Context: an optimization exercise on an open-source flow, tuned for small area. The choices shown serve that exercise and are no tape-out recipe. RTL that was checked went through simulation tests only; none was proved equivalent to the original. No activity file was given, so power comes from the tool's default toggle rates.

==> inputs of 06-15 <==
==> flow/design.v <==
package operand_fetch_pkg;
  localparam int DW   = 32;
  localparam int NREG = 32;
  localparam int AW   = $clog2(NREG);
  localparam logic [2:0] ALU_ADD = 3'b000;
  localparam logic [2:0] ALU_SUB = 3'b001;
  localparam logic [2:0] ALU_AND = 3'b010;
  localparam logic [2:0] ALU_OR  = 3'b011;
  localparam logic [2:0] ALU_SLT = 3'b100;
  typedef struct packed {
    logic [DW-1:0] a;
    logic [DW-1:0] b;
    logic [2:0]    ctrl;
    logic [AW-1:0] dest;
  } operand_t;
  function automatic logic [DW-1:0] sext16(input logic [15:0] imm);
    sext16 = {{(DW-16){imm[15]}}, imm};
  endfunction
endpackage
module operand_fetch_aoi222
(
  input  logic a0, b0, a1, b1, a2, b2,
  output logic y
);
  assign y = !((a0 && b0) || (a1 && b1) || (a2 && b2));
endmodule
module operand_fetch_aoi22
(
  input  logic a0, b0, a1, b1,
  output logic y
);
  assign y = !((a0 && b0) || (a1 && b1));
endmodule
module operand_fetch_nand11
(
  input  logic [10:0] g,
  output logic        y
);
  assign y = !(&g);
endmodule
module operand_fetch_reg_file
(
  input  logic          clk,
  input  logic          rst_n,
  input  logic [operand_fetch_pkg::AW-1:0] rd_a_addr,
  output logic [operand_fetch_pkg::DW-1:0] rd_a_data,
  input  logic [operand_fetch_pkg::AW-1:0] rd_b_addr,
  input  logic          rd_b_alt_sel,
  input  logic [operand_fetch_pkg::DW-1:0] rd_b_alt,
  output logic [operand_fetch_pkg::DW-1:0] rd_b_data,
  input  logic          wb_en,
  input  logic [operand_fetch_pkg::AW-1:0] wb_addr,
  input  logic [operand_fetch_pkg::DW-1:0] wb_data
);
  localparam int DW = operand_fetch_pkg::DW;
  localparam int NREG = operand_fetch_pkg::NREG;
  logic [DW-1:0] regs_q [1:NREG-1];
  logic [DW-1:0] wdata;
  logic [NREG-1:1] sel_a, sel_b;
  assign wdata = wb_data & {DW{rst_n}};
  for (genvar i = 1; i < NREG; i++) begin : g_reg
    logic wen;
    assign wen = !rst_n || (wb_en && (wb_addr == i));
    always_ff @(posedge clk) begin
      if (wen) regs_q[i] <= wdata;
    end
    assign sel_a[i] = (rd_a_addr == i);
    assign sel_b[i] = (rd_b_addr == i) && !rd_b_alt_sel;
  end
  for (genvar j = 0; j < DW; j++) begin : g_bit
    logic [10:0] ga, gb;
    for (genvar k = 0; k < 10; k++) begin : g_grp
      operand_fetch_aoi222 u_a (
        .a0(regs_q[3*k+1][j]), .b0(sel_a[3*k+1]),
        .a1(regs_q[3*k+2][j]), .b1(sel_a[3*k+2]),
        .a2(regs_q[3*k+3][j]), .b2(sel_a[3*k+3]),
        .y(ga[k])
      );
      operand_fetch_aoi222 u_b (
        .a0(regs_q[3*k+1][j]), .b0(sel_b[3*k+1]),
        .a1(regs_q[3*k+2][j]), .b1(sel_b[3*k+2]),
        .a2(regs_q[3*k+3][j]), .b2(sel_b[3*k+3]),
        .y(gb[k])
      );
    end
    assign ga[10] = !(regs_q[31][j] && sel_a[31]);
    operand_fetch_aoi22 u_b31 (
      .a0(regs_q[31][j]), .b0(sel_b[31]),
      .a1(rd_b_alt[j]),   .b1(rd_b_alt_sel),
      .y(gb[10])
    );
    operand_fetch_nand11 u_ra (.g(ga), .y(rd_a_data[j]));
    operand_fetch_nand11 u_rb (.g(gb), .y(rd_b_data[j]));
  end
endmodule
module operand_fetch
(
  input  logic          clk,
  input  logic          rst_n,
  input  logic          in_valid,
  output logic          in_ready,
  input  logic [operand_fetch_pkg::AW-1:0] rs,
  input  logic [operand_fetch_pkg::AW-1:0] rt,
  input  logic [operand_fetch_pkg::AW-1:0] dest,
  input  logic [15:0]   imm16,
  input  logic          alusrc,
  input  logic [2:0]    ctrl,
  input  logic          flush,
  input  logic          wb_en,
  input  logic [operand_fetch_pkg::AW-1:0] wb_addr,
  input  logic [operand_fetch_pkg::DW-1:0] wb_data,
  output logic          out_valid,
  input  logic          out_ready,
  output logic [operand_fetch_pkg::DW-1:0] out_a,
  output logic [operand_fetch_pkg::DW-1:0] out_b,
  output logic [2:0]    out_ctrl,
  output logic [operand_fetch_pkg::AW-1:0] out_dest
);
  logic [operand_fetch_pkg::DW-1:0] rd_a, rd_b;
  logic          load;
  operand_fetch_pkg::operand_t      out_q;
  logic          out_valid_q;
  operand_fetch_reg_file u_reg_file (
    .clk       (clk),
    .rst_n     (rst_n),
    .rd_a_addr (rs),
    .rd_a_data (rd_a),
    .rd_b_addr (rt),
    .rd_b_alt_sel (alusrc),
    .rd_b_alt  (operand_fetch_pkg::sext16(imm16)),
    .rd_b_data (rd_b),
    .wb_en     (wb_en),
    .wb_addr   (wb_addr),
    .wb_data   (wb_data)
  );
  assign in_ready = !out_valid_q || out_ready;
  assign load     = in_valid && in_ready;
  always_ff @(posedge clk) begin
    if (load) begin
      out_q.a    <= rd_a;
      out_q.b    <= rd_b;
      out_q.ctrl <= ctrl;
      out_q.dest <= dest;
    end
  end
  always_ff @(posedge clk) begin
    if (!rst_n || flush) out_valid_q <= 1'b0;
    else if (in_valid)   out_valid_q <= in_ready || out_valid_q;
    else                 out_valid_q <= out_valid_q && !out_ready;
  end
  assign out_valid = out_valid_q;
  assign out_a     = out_q.a;
  assign out_b     = out_q.b;
  assign out_ctrl  = out_q.ctrl;
  assign out_dest  = out_q.dest;
endmodule
==> flow/run.sh <==
#!/bin/bash
# synth_recipe.tcl (not shown) runs the flow's synth.tcl, then flattens the netlist and writes it again
# the make line also repeats each setting of config.mk as NAME=value (left out here)
make -C /OpenROAD-flow-scripts/flow DESIGN_CONFIG=/design/flow/config.mk WORK_HOME=/design/flow/orfs CLKGATE_MAP_FILE= SYNTH_SCRIPT=/design/flow/synth_recipe.tcl finish
==> flow/config.mk <==
export PLATFORM = sky130hd
export DESIGN_NAME = operand_fetch
export DESIGN_NICKNAME = operand_fetch
export VERILOG_FILES = /design/flow/design.v
export SDC_FILE = /design/flow/constraint.sdc
export NUM_CORES = 4
export LEC_CHECK = 0
export CAP_MARGIN = 20
export CORE_MARGIN = 2
export CORE_UTILIZATION = 40
export SLEW_MARGIN = 20
export SYNTH_HIERARCHICAL = 1
==> flow/constraint.sdc <==
create_clock -name core_clock -period 5.0 [get_ports {clk}]
set_input_delay 1.0000 -clock core_clock [delete_from_list [all_inputs] [get_ports {clk}]]
set_output_delay 1.0000 -clock core_clock [all_outputs]
set_load 0.01 [all_outputs]
==> 04-10: changes against 06-15 <==
--- a/flow/design.v
+++ b/flow/design.v
@@ -17,6 +17,13 @@
     sext16 = {{(DW-16){imm[15]}}, imm};
   endfunction
 endpackage
+module operand_fetch_ao22
+(
+  input  logic a0, b0, a1, b1,
+  output logic y
+);
+  assign y = (a0 && b0) || (a1 && b1);
+endmodule
 module operand_fetch_aoi222
 (
   input  logic a0, b0, a1, b1, a2, b2,
@@ -42,12 +49,17 @@
 (
   input  logic          clk,
   input  logic          rst_n,
+  input  logic          rd_a_en,
   input  logic [operand_fetch_pkg::AW-1:0] rd_a_addr,
+  input  logic [operand_fetch_pkg::DW-1:0] rd_a_hold,
   output logic [operand_fetch_pkg::DW-1:0] rd_a_data,
+  input  logic          rd_b_en,
   input  logic [operand_fetch_pkg::AW-1:0] rd_b_addr,
   input  logic          rd_b_alt_sel,
   input  logic [operand_fetch_pkg::DW-1:0] rd_b_alt,
+  input  logic [operand_fetch_pkg::DW-1:0] rd_b_hold,
   output logic [operand_fetch_pkg::DW-1:0] rd_b_data,
+  input  logic          rd_hold_sel,
   input  logic          wb_en,
   input  logic [operand_fetch_pkg::AW-1:0] wb_addr,
   input  logic [operand_fetch_pkg::DW-1:0] wb_data
@@ -55,19 +67,25 @@
   localparam int DW = operand_fetch_pkg::DW;
   localparam int NREG = operand_fetch_pkg::NREG;
   logic [DW-1:0] regs_q [1:NREG-1];
-  logic [DW-1:0] wdata;
-  logic [NREG-1:1] sel_a, sel_b;
-  assign wdata = wb_data & {DW{rst_n}};
+  logic [DW-1:0] regs_d [1:NREG-1];
+  logic [NREG-1:1] wen, keep, sel_a, sel_b;
   for (genvar i = 1; i < NREG; i++) begin : g_reg
-    logic wen;
-    assign wen = !rst_n || (wb_en && (wb_addr == i));
+    assign wen[i]   = rst_n && wb_en && (wb_addr == i);
+    assign keep[i]  = rst_n && !(wb_en && (wb_addr == i));
+    assign sel_a[i] = rd_a_en && (rd_a_addr == i);
+    assign sel_b[i] = rd_b_en && (rd_b_addr == i);
+    for (genvar j = 0; j < DW; j++) begin : g_bit
+      operand_fetch_ao22 u_nxt (
+        .a0(wen[i]),  .b0(wb_data[j]),
+        .a1(keep[i]), .b1(regs_q[i][j]),
+        .y(regs_d[i][j])
+      );
+    end
     always_ff @(posedge clk) begin
-      if (wen) regs_q[i] <= wdata;
+      regs_q[i] <= regs_d[i];
     end
-    assign sel_a[i] = (rd_a_addr == i);
-    assign sel_b[i] = (rd_b_addr == i) && !rd_b_alt_sel;
   end
-  for (genvar j = 0; j < DW; j++) begin : g_bit
+  for (genvar j = 0; j < DW; j++) begin : g_rd
     logic [10:0] ga, gb;
     for (genvar k = 0; k < 10; k++) begin : g_grp
       operand_fetch_aoi222 u_a (
@@ -83,10 +101,15 @@
         .y(gb[k])
       );
     end
-    assign ga[10] = !(regs_q[31][j] && sel_a[31]);
-    operand_fetch_aoi22 u_b31 (
+    operand_fetch_aoi22 u_a31 (
+      .a0(regs_q[31][j]), .b0(sel_a[31]),
+      .a1(rd_a_hold[j]),  .b1(rd_hold_sel),
+      .y(ga[10])
+    );
+    operand_fetch_aoi222 u_b31 (
       .a0(regs_q[31][j]), .b0(sel_b[31]),
       .a1(rd_b_alt[j]),   .b1(rd_b_alt_sel),
+      .a2(rd_b_hold[j]),  .b2(rd_hold_sel),
       .y(gb[10])
     );
     operand_fetch_nand11 u_ra (.g(ga), .y(rd_a_data[j]));
@@ -120,25 +143,30 @@
   logic          load;
   operand_fetch_pkg::operand_t      out_q;
   logic          out_valid_q;
-  operand_fetch_reg_file u_reg_file (
-    .clk       (clk),
-    .rst_n     (rst_n),
-    .rd_a_addr (rs),
-    .rd_a_data (rd_a),
-    .rd_b_addr (rt),
-    .rd_b_alt_sel (alusrc),
-    .rd_b_alt  (operand_fetch_pkg::sext16(imm16)),
-    .rd_b_data (rd_b),
-    .wb_en     (wb_en),
-    .wb_addr   (wb_addr),
-    .wb_data   (wb_data)
-  );
   assign in_ready = !out_valid_q || out_ready;
   assign load     = in_valid && in_ready;
+  operand_fetch_reg_file u_reg_file (
+    .clk          (clk),
+    .rst_n        (rst_n),
+    .rd_a_en      (load),
+    .rd_a_addr    (rs),
+    .rd_a_hold    (out_q.a),
+    .rd_a_data    (rd_a),
+    .rd_b_en      (load && !alusrc),
+    .rd_b_addr    (rt),
+    .rd_b_alt_sel (load && alusrc),
+    .rd_b_alt     (operand_fetch_pkg::sext16(imm16)),
+    .rd_b_hold    (out_q.b),
+    .rd_b_data    (rd_b),
+    .rd_hold_sel  (!load),
+    .wb_en        (wb_en),
+    .wb_addr      (wb_addr),
+    .wb_data      (wb_data)
+  );
   always_ff @(posedge clk) begin
+    out_q.a <= rd_a;
+    out_q.b <= rd_b;
     if (load) begin
-      out_q.a    <= rd_a;
-      out_q.b    <= rd_b;
       out_q.ctrl <= ctrl;
       out_q.dest <= dest;
     end
==> flow/flow/run.sh (new file) <==
#!/bin/bash
set -o pipefail
export BUFFER_PORTS_ARGS="-buffer_cell sky130_fd_sc_hd__buf_1"
export CTS_ARGS="-sink_clustering_enable -repair_clock_nets -dont_use_dummy_load -buf_list sky130_fd_sc_hd__clkbuf_8 -sink_clustering_size 14 -sink_clustering_max_diameter 70"
bash standard.sh > standard.log 2>&1
==> flow/standard.sh (new file) <==
#!/bin/bash
# synth_recipe.tcl (not shown) runs the flow's synth.tcl, then flattens the netlist and writes it again
# the make line also repeats each setting of config.mk as NAME=value (left out here)
make -C /OpenROAD-flow-scripts/flow DESIGN_CONFIG=/design/flow/config.mk WORK_HOME=/design/flow/orfs CLKGATE_MAP_FILE= SYNTH_SCRIPT=/design/flow/synth_recipe.tcl "${@:-finish}"
removed: flow/run.sh
==> run notes <==
Status: complete, no violations
Avg Synthesized Cell Area: 18.7 um^2
WHS: 515 ps
Comb pwr: 0.00138 W
Top cell type's share of synthesized area: 0.770
Internal Power: 0.0155 W
Crit. path cell count: 7
DP HPWL: 94400 um
P_sw: 0.00491 W
Cells on worst reg2reg path: 3
Compound-cell area share of the yosys netlist: 0.168
Place WS: 686 ps
Pin count of the biggest net entering global routing: 48
Leak: 16.0 nW
(the above is from 06-15)
==> run notes <==
Place WS: 847 ps
Comb pwr: 0.000891 W
Pin count of the biggest net entering global routing: 65
Status: complete, no violations
Top cell type's share of synthesized area: 0.531
Critical path origin: out_ready
Crit. path cell count: 9
Core area: 0.0986 mm^2
Avg Synthesized Cell Area: 12.4 um^2
Clock Pin Slew Worst Setup and Hold Paths: 90 ps
Cells on worst reg2reg path: 8
Non-clk invs: 1
WHS: 422 ps
Yosys reg bits: 1065
Width of the chip: 320 um
Internal Power: 0.0103 W
Leak: 15.7 nW
DP HPWL: 114000 um
(the above is from 04-10)
For 06-15, only the layout was checked, not whether the RTL still works.

========
==> trial 4: inputs <==
Another version of the RTL of operand_fetch (not shown whole).
==> module operand_fetch_reg_file, before the edit <==
module operand_fetch_reg_file
(
  input  logic          clk,
  input  logic          rst_n,
  input  logic [operand_fetch_pkg::AW-1:0] rd_a_addr,
  output logic [operand_fetch_pkg::DW-1:0] rd_a_data,
  input  logic [operand_fetch_pkg::AW-1:0] rd_b_addr,
  output logic [operand_fetch_pkg::DW-1:0] rd_b_data,
  input  logic          wb_en,
  input  logic [operand_fetch_pkg::AW-1:0] wb_addr,
  input  logic [operand_fetch_pkg::DW-1:0] wb_data
);
  logic [operand_fetch_pkg::DW-1:0] regs_q [0:operand_fetch_pkg::NREG-1];
  logic          wr_hit;
  assign wr_hit = wb_en && (wb_addr != '0);
  always_ff @(posedge clk) begin
    if (!rst_n) begin
      for (int i = 0; i < operand_fetch_pkg::NREG; i++) regs_q[i] <= '0;
    end else if (wr_hit) begin
      regs_q[wb_addr] <= wb_data;
    end
  end
  always_comb begin
    rd_a_data = (rd_a_addr == '0) ? '0 : regs_q[rd_a_addr];
    rd_b_data = (rd_b_addr == '0) ? '0 : regs_q[rd_b_addr];
  end
endmodule
==> module operand_fetch, before the edit <==
module operand_fetch
(
  input  logic          clk,
  input  logic          rst_n,
  input  logic          in_valid,
  output logic          in_ready,
  input  logic [operand_fetch_pkg::AW-1:0] rs,
  input  logic [operand_fetch_pkg::AW-1:0] rt,
  input  logic [operand_fetch_pkg::AW-1:0] dest,
  input  logic [15:0]   imm16,
  input  logic          alusrc,
  input  logic [2:0]    ctrl,
  input  logic          flush,
  input  logic          wb_en,
  input  logic [operand_fetch_pkg::AW-1:0] wb_addr,
  input  logic [operand_fetch_pkg::DW-1:0] wb_data,
  output logic          out_valid,
  input  logic          out_ready,
  output logic [operand_fetch_pkg::DW-1:0] out_a,
  output logic [operand_fetch_pkg::DW-1:0] out_b,
  output logic [2:0]    out_ctrl,
  output logic [operand_fetch_pkg::AW-1:0] out_dest
);
  logic [operand_fetch_pkg::DW-1:0] rd_a, rd_b;
  logic          accept;
  operand_fetch_pkg::operand_t      out_q, out_d;
  logic          out_valid_q, out_valid_d;
  operand_fetch_reg_file u_reg_file (
    .clk       (clk),
    .rst_n     (rst_n),
    .rd_a_addr (rs),
    .rd_a_data (rd_a),
    .rd_b_addr (rt),
    .rd_b_data (rd_b),
    .wb_en     (wb_en),
    .wb_addr   (wb_addr),
    .wb_data   (wb_data)
  );
  assign in_ready = !out_valid_q || out_ready;
  assign accept   = in_valid && in_ready && !flush;
  always_comb begin
    out_d       = out_q;
    out_valid_d = out_valid_q;
    if (flush) begin
      out_valid_d = 1'b0;
    end else if (accept) begin
      out_d.a     = rd_a;
      out_d.b     = alusrc ? operand_fetch_pkg::sext16(imm16) : rd_b;
      out_d.ctrl  = ctrl;
      out_d.dest  = dest;
      out_valid_d = 1'b1;
    end else if (out_valid_q && out_ready) begin
      out_valid_d = 1'b0;
    end
  end
  always_ff @(posedge clk) begin
    if (!rst_n) begin
      out_q       <= '0;
      out_valid_q <= 1'b0;
    end else begin
      out_q       <= out_d;
      out_valid_q <= out_valid_d;
    end
  end
  assign out_valid = out_valid_q;
  assign out_a     = out_q.a;
  assign out_b     = out_q.b;
  assign out_ctrl  = out_q.ctrl;
  assign out_dest  = out_q.dest;
endmodule
Settings: LEC_CHECK=0, CAP_MARGIN=20, CORE_MARGIN=2, CORE_UTILIZATION=40, SLEW_MARGIN=20; clock period 5.0 ns.
run.sh (not shown) runs the stock make flow with config.mk's settings and CLKGATE_MAP_FILE= SYNTH_SCRIPT=/design/flow/synth_recipe.tcl, a recipe that flattens the netlist after the stock synthesis.
Stock flow here: none of the scripts above is used.
==> build 84: changes against trial 4 <==
==> flow/design.v (replaced) <==
package operand_fetch_pkg;
  localparam int DW   = 32;
  localparam int NREG = 32;
  localparam int AW   = $clog2(NREG);
  localparam logic [2:0] ALU_ADD = 3'b000;
  localparam logic [2:0] ALU_SUB = 3'b001;
  localparam logic [2:0] ALU_AND = 3'b010;
  localparam logic [2:0] ALU_OR  = 3'b011;
  localparam logic [2:0] ALU_SLT = 3'b100;
  typedef struct packed {
    logic [DW-1:0] a;
    logic [DW-1:0] b;
    logic [2:0]    ctrl;
    logic [AW-1:0] dest;
  } operand_t;
  function automatic logic [DW-1:0] sext16(input logic [15:0] imm);
    sext16 = {{(DW-16){imm[15]}}, imm};
  endfunction
endpackage
module operand_fetch_ao22
(
  input  logic a0, b0, a1, b1,
  output logic y
);
  assign y = (a0 && b0) || (a1 && b1);
endmodule
module operand_fetch_aoi222
(
  input  logic a0, b0, a1, b1, a2, b2,
  output logic y
);
  assign y = !((a0 && b0) || (a1 && b1) || (a2 && b2));
endmodule
module operand_fetch_aoi22
(
  input  logic a0, b0, a1, b1,
  output logic y
);
  assign y = !((a0 && b0) || (a1 && b1));
endmodule
module operand_fetch_nand11
(
  input  logic [10:0] g,
  output logic        y
);
  assign y = !(&g);
endmodule
module operand_fetch_reg_file
(
  input  logic          clk,
  input  logic          rst_n,
  input  logic          rd_a_en,
  input  logic [operand_fetch_pkg::AW-1:0] rd_a_addr,
  input  logic [operand_fetch_pkg::DW-1:0] rd_a_hold,
  output logic [operand_fetch_pkg::DW-1:0] rd_a_data,
  input  logic          rd_b_en,
  input  logic [operand_fetch_pkg::AW-1:0] rd_b_addr,
  input  logic          rd_b_alt_sel,
  input  logic [operand_fetch_pkg::DW-1:0] rd_b_alt,
  input  logic [operand_fetch_pkg::DW-1:0] rd_b_hold,
  output logic [operand_fetch_pkg::DW-1:0] rd_b_data,
  input  logic          rd_hold_sel,
  input  logic          wb_en,
  input  logic [operand_fetch_pkg::AW-1:0] wb_addr,
  input  logic [operand_fetch_pkg::DW-1:0] wb_data
);
  localparam int DW = operand_fetch_pkg::DW;
  localparam int NREG = operand_fetch_pkg::NREG;
  logic [DW-1:0] regs_q [1:NREG-1];
  logic [DW-1:0] regs_d [1:NREG-1];
  logic [NREG-1:1] wen, keep, sel_a, sel_b;
  for (genvar i = 1; i < NREG; i++) begin : g_reg
    assign wen[i]   = rst_n && wb_en && (wb_addr == i);
    assign keep[i]  = rst_n && !(wb_en && (wb_addr == i));
    assign sel_a[i] = rd_a_en && (rd_a_addr == i);
    assign sel_b[i] = rd_b_en && (rd_b_addr == i);
    for (genvar j = 0; j < DW; j++) begin : g_bit
      operand_fetch_ao22 u_nxt (
        .a0(wen[i]),  .b0(wb_data[j]),
        .a1(keep[i]), .b1(regs_q[i][j]),
        .y(regs_d[i][j])
      );
    end
    always_ff @(posedge clk) begin
      regs_q[i] <= regs_d[i];
    end
  end
  for (genvar j = 0; j < DW; j++) begin : g_rd
    logic [10:0] ga, gb;
    for (genvar k = 0; k < 10; k++) begin : g_grp
      operand_fetch_aoi222 u_a (
        .a0(regs_q[3*k+1][j]), .b0(sel_a[3*k+1]),
        .a1(regs_q[3*k+2][j]), .b1(sel_a[3*k+2]),
        .a2(regs_q[3*k+3][j]), .b2(sel_a[3*k+3]),
        .y(ga[k])
      );
      operand_fetch_aoi222 u_b (
        .a0(regs_q[3*k+1][j]), .b0(sel_b[3*k+1]),
        .a1(regs_q[3*k+2][j]), .b1(sel_b[3*k+2]),
        .a2(regs_q[3*k+3][j]), .b2(sel_b[3*k+3]),
        .y(gb[k])
      );
    end
    operand_fetch_aoi22 u_a31 (
      .a0(regs_q[31][j]), .b0(sel_a[31]),
      .a1(rd_a_hold[j]),  .b1(rd_hold_sel),
      .y(ga[10])
    );
    operand_fetch_aoi222 u_b31 (
      .a0(regs_q[31][j]), .b0(sel_b[31]),
      .a1(rd_b_alt[j]),   .b1(rd_b_alt_sel),
      .a2(rd_b_hold[j]),  .b2(rd_hold_sel),
      .y(gb[10])
    );
    operand_fetch_nand11 u_ra (.g(ga), .y(rd_a_data[j]));
    operand_fetch_nand11 u_rb (.g(gb), .y(rd_b_data[j]));
  end
endmodule
module operand_fetch
(
  input  logic          clk,
  input  logic          rst_n,
  input  logic          in_valid,
  output logic          in_ready,
  input  logic [operand_fetch_pkg::AW-1:0] rs,
  input  logic [operand_fetch_pkg::AW-1:0] rt,
  input  logic [operand_fetch_pkg::AW-1:0] dest,
  input  logic [15:0]   imm16,
  input  logic          alusrc,
  input  logic [2:0]    ctrl,
  input  logic          flush,
  input  logic          wb_en,
  input  logic [operand_fetch_pkg::AW-1:0] wb_addr,
  input  logic [operand_fetch_pkg::DW-1:0] wb_data,
  output logic          out_valid,
  input  logic          out_ready,
  output logic [operand_fetch_pkg::DW-1:0] out_a,
  output logic [operand_fetch_pkg::DW-1:0] out_b,
  output logic [2:0]    out_ctrl,
  output logic [operand_fetch_pkg::AW-1:0] out_dest
);
  logic [operand_fetch_pkg::DW-1:0] rd_a, rd_b;
  logic          load;
  operand_fetch_pkg::operand_t      out_q;
  logic          out_valid_q;
  assign in_ready = !out_valid_q || out_ready;
  assign load     = in_valid && in_ready;
  operand_fetch_reg_file u_reg_file (
    .clk          (clk),
    .rst_n        (rst_n),
    .rd_a_en      (load),
    .rd_a_addr    (rs),
    .rd_a_hold    (out_q.a),
    .rd_a_data    (rd_a),
    .rd_b_en      (load && !alusrc),
    .rd_b_addr    (rt),
    .rd_b_alt_sel (load && alusrc),
    .rd_b_alt     (operand_fetch_pkg::sext16(imm16)),
    .rd_b_hold    (out_q.b),
    .rd_b_data    (rd_b),
    .rd_hold_sel  (!load),
    .wb_en        (wb_en),
    .wb_addr      (wb_addr),
    .wb_data      (wb_data)
  );
  always_ff @(posedge clk) begin
    out_q.a <= rd_a;
    out_q.b <= rd_b;
    if (load) begin
      out_q.ctrl <= ctrl;
      out_q.dest <= dest;
    end
  end
  always_ff @(posedge clk) begin
    if (!rst_n || flush) out_valid_q <= 1'b0;
    else if (in_valid)   out_valid_q <= in_ready || out_valid_q;
    else                 out_valid_q <= out_valid_q && !out_ready;
  end
  assign out_valid = out_valid_q;
  assign out_a     = out_q.a;
  assign out_b     = out_q.b;
  assign out_ctrl  = out_q.ctrl;
  assign out_dest  = out_q.dest;
endmodule
==> flow/flow/run.sh (new file) <==
#!/bin/bash
set -o pipefail
export BUFFER_PORTS_ARGS="-buffer_cell sky130_fd_sc_hd__buf_1"
export CTS_ARGS="-sink_clustering_enable -repair_clock_nets -dont_use_dummy_load -buf_list sky130_fd_sc_hd__clkbuf_8 -sink_clustering_size 16 -sink_clustering_max_diameter 50"
bash standard.sh > standard.log 2>&1
==> flow/standard.sh (new file) <==
#!/bin/bash
# synth_recipe.tcl (not shown) runs the flow's synth.tcl, then flattens the netlist and writes it again
# the make line also repeats each setting of config.mk as NAME=value (left out here)
make -C /OpenROAD-flow-scripts/flow DESIGN_CONFIG=/design/flow/config.mk WORK_HOME=/design/flow/orfs CLKGATE_MAP_FILE= SYNTH_SCRIPT=/design/flow/synth_recipe.tcl "${@:-finish}"
SYNTH_HIERARCHICAL = 1   (was not set)
removed: flow/run.sh
==> qor summary <==
Final cell count without fillers: build 84 4,909; trial 4 5,738
Met1 WL: build 84 73.04 mm; trial 4 74.34 mm
Iteration-0 DRC count of the detailed router: build 84 10,781; trial 4 4,062
Gate power share: build 84 0.061; trial 4 0.118
Die width: build 84 319.7 um; trial 4 380.6 um
Cell leakage power: build 84 15.88 nW; trial 4 21.94 nW
Multi-input combinational cell area: build 84 19,080 um2; trial 4 23,500 um2
Number of clock buffer instances in the layout: build 84 109; trial 4 160
Initial core utilization: build 84 0.4044; trial 4 0.4017
Average wire per cell in the routed design: build 84 40.44 um; trial 4 31.81 um
Clk pwr share: build 84 0.339; trial 4 0.387
Worst-margin pin slew: build 84 1301 ps; trial 4 1169 ps
Max VDD drop: build 84 0.0002705 V; trial 4 0.0002867 V
Sequential fraction of total cell area: build 84 0.4699; trial 4 0.4969
Seq_cells: build 84 1,065; trial 4 1,097
Worst reg-to-reg setup slack: build 84 1460 ps; trial 4 2290 ps
Hold slack: build 84 373.2 ps; trial 4 454.5 ps
Fill cell total of the finished layout: build 84 9,082; trial 4 12,295
Met3 layer wire length in the routed design: build 84 31.49 mm; trial 4 18.71 mm
Critical hold path startpoint: build 84 ctrl[1]; trial 4 out_q[2]
Multi-input gate share of the layout cell area: build 84 0.4189; trial 4 0.3625
Cell internal pwr: build 84 10.68 mW; trial 4 16.54 mW
Outcome: build 84 complete, no violations; trial 4 complete, no violations
Flip-flop and latch power: build 84 8.68 mW; trial 4 10.9 mW
Only the layout flow was run in trial 4; the RTL was not checked for function there.

[what the ideal ports hide]
No port has a modelled driver above. Below, the same layouts with a new extraction and two added sets of constraints.
Step 1 assumes that a clkbuf_16 drives the clock port and a buf_2 every other input.
Step 2 adds t to the input delays and takes it off the output delays; t is the mean of the earliest and latest rising clock arrival at the registers after step 1. Input paths then give back, and output paths get back, about the clock's delay inside the block.
Slacks: ideal ports / drivers / drivers and shift; pairs: ideal ports / drivers.
| run | t (ns) | slack for setup (ns) | cell pins on the clock port's net |
|---|---|---|---|
| 06-15 | 0.748 | 1.225 / 1.174 / 0.426 | 1 |
| 04-10 | 0.810 | 1.429 / 1.470 / 0.665 | 1 |
| trial 4 | 0.800 | 1.276 / 1.253 / 0.914 | 1 |
| build 84 | 0.856 | 1.445 / 1.464 / 0.624 | 1 |
After both steps setup and hold are still met in every run listed. For build 84, which loses most, drivers alone change the setup slack by +0.019 ns; drivers and shift together by -0.821 ns.
